This is an optimization exercise on Yosys and OpenROAD, whose aim is small area, a short achievable clock period and few clock cycles, not a production implementation.
Function was checked by simulation only, so behaviour that the tests miss may differ from the original.
No activity file was given, so power comes from the tool's default toggle rates.

## harbor
// pot_oversample_ema_hysteresis_top
module pot_oversample_ema_hysteresis_top (
    input  logic                              clk,
    input  logic                              rst_n,
    input  logic                              in_valid,
    output logic                              in_ready,
    input  logic [14:0]                       in_req,
    output logic                              out_valid,
    input  logic                              out_ready,
    output logic [18:0]                       out_req,
    input  logic                              cfg_write,
    input  logic [pot_ema_pkg::CFG_IDX_W-1:0] cfg_index,
    input  logic [pot_ema_pkg::CFG_W-1:0]     cfg_data
);
    pot_ema_pkg::cfg_t cfg;
    pot_ema_pkg::in_t  in_req_s;
    pot_ema_pkg::out_t out_req_s;
    assign in_req_s = in_req;
    assign out_req  = out_req_s;
    logic        hold;
    logic        push;
    logic [2:0]  push_ch;
    logic [2:0]  rd_ch;
    logic [15:0] rd_level;
    pot_ema_cfg u_cfg (
        .clk       (clk),
        .rst_n     (rst_n),
        .cfg_write (cfg_write),
        .cfg_index (cfg_index),
        .cfg_data  (cfg_data),
        .cfg       (cfg)
    );
    pot_ema_core u_core (
        .clk       (clk),
        .rst_n     (rst_n),
        .in_valid  (in_valid),
        .in_ready  (in_ready),
        .in_req    (in_req_s),
        .cfg       (cfg),
        .hold      (hold),
        .push      (push),
        .push_ch   (push_ch),
        .rd_ch     (rd_ch),
        .rd_level  (rd_level)
    );
    pot_ema_out u_out (
        .clk       (clk),
        .rst_n     (rst_n),
        .push      (push),
        .push_ch   (push_ch),
        .rd_ch     (rd_ch),
        .rd_level  (rd_level),
        .hold      (hold),
        .out_valid (out_valid),
        .out_ready (out_ready),
        .out_req   (out_req_s)
    );
  ...
For scale: about 2300 cells after synthesis, roughly 27000 um^2 of cells after synthesis.
export LEC_CHECK = 0
export CAP_MARGIN = 20
export CORE_MARGIN = 2
export CORE_UTILIZATION = 65
export CTS_CLUSTER_DIAMETER = 100
export CTS_CLUSTER_SIZE = 30
export SLEW_MARGIN = 20
create_clock -name core_clock -period 20.0 [get_ports {clk}]
standard.sh (not shown) runs the stock make flow with config.mk's settings and CLKGATE_MAP_FILE= SYNTH_SCRIPT=/design/flow/synth_recipe.tcl, a recipe that flattens the netlist after the stock synthesis.
==> flow/flow/run.sh <==
#!/bin/bash
set -euo pipefail
bash standard.sh finish "BUFFER_PORTS_ARGS=-buffer_cell sky130_fd_sc_hd__buf_2" \
  "CTS_ARGS=-sink_clustering_enable -repair_clock_nets -sink_clustering_size 30 -sink_clustering_max_diameter 100 -distance_between_buffers 400 -branching_point_buffers_distance 400" \
  > standard_flow.log 2>&1
harbor was carried through to the last stage, and its layout satisfied the timing, design-rule and antenna checks.
Testbench counts of harbor, summed over its fixed seeds: cycles 32,848.
Input changes introduced in violet (baseline for comparison: harbor):
- swapping 65 for 75 in CORE_UTILIZATION
==> flow/flow/run.sh <==
#!/bin/bash
set -euo pipefail
bash standard.sh finish "BUFFER_PORTS_ARGS=-buffer_cell sky130_fd_sc_hd__buf_2" > standard_flow.log 2>&1
Notes after the runs:
- violet vs harbor — register-to-register slack rose 0.15 ns.
- violet finished all stages; the layout is clean.
- Between violet and harbor, the total design power figures differ only marginally.
- Going from harbor to violet, share of power burned in the clock network fell 0.5 points, arrival time reported for the critical path endpoint fell 0.03 ns, worst hold-check slack about even, power density normalized to cell area rose 0.62 nW/um^2.
> inputs changed (violet -> cedar)
- CTS_CLUSTER_DIAMETER no longer set, was 100
- CTS_CLUSTER_SIZE no longer set, was 30
- CORE_UTILIZATION now 65, was 75
==> run notes <==
Compared with violet, in cedar smallest hold slack has decreased, area enclosed by the die boundary higher, final clock period utilization by the worst path now larger.
Route | cedar vs violet | wire longer in cedar
diff inputs: cedar => garnet
- setting CTS_CLUSTER_DIAMETER to 100 for the first time
- setting CTS_CLUSTER_SIZE to 30 for the first time
No run among cedar and garnet stopped early or left any final violation; all are clean. In garnet, the met1 wire length came out 260 um below the value in cedar. garnet gives less setup skew after layout than cedar did. Diff cedar -> garnet: setup slack increased 0.0090 ns, number of clock buffer instances in the layout saw a decrease. garnet against cedar: fraction of final layout cells sized beyond drive strength 1 down 2.5 points; wire length moved down; growth of design area from synthesis to finish decreased 4.7 points; post-layout instance area decreased about 4.3%. For the clock power, garnet came in about 45% lower than cedar did.

## port drivers added, routing unchanged
No port has a modelled driver above. Below, the same layouts with a new extraction and two added sets of constraints.
Step 1 assumes that a clkbuf_16 drives the clock port and a buf_2 every other input.
Step 2, shift: input delay + t, output delay - t, t = (earliest + latest rising clock arrival at the registers) / 2. This alone moves slack from input paths to output paths.
Slacks: ideal ports / drivers / drivers and shift; pairs: ideal ports / drivers.
run	t, ns	slack for setup (ns)	latest minus earliest clock arrival (ns)	worst data-port slew with drivers (ns)
harbor	0.646	14.822 / 14.763 / 14.594	0.016 / 0.016	0.06
violet	0.633	14.846 / 14.792 / 14.586	0.039 / 0.039	0.04
cedar	0.665	14.813 / 14.757 / 14.586	0.019 / 0.019	0.06
garnet	0.646	14.822 / 14.763 / 14.594	0.016 / 0.016	0.06
After both steps every run listed still meets setup and hold. For violet, which loses most, drivers alone change the setup slack by -0.054 ns; drivers and shift together by -0.260 ns.
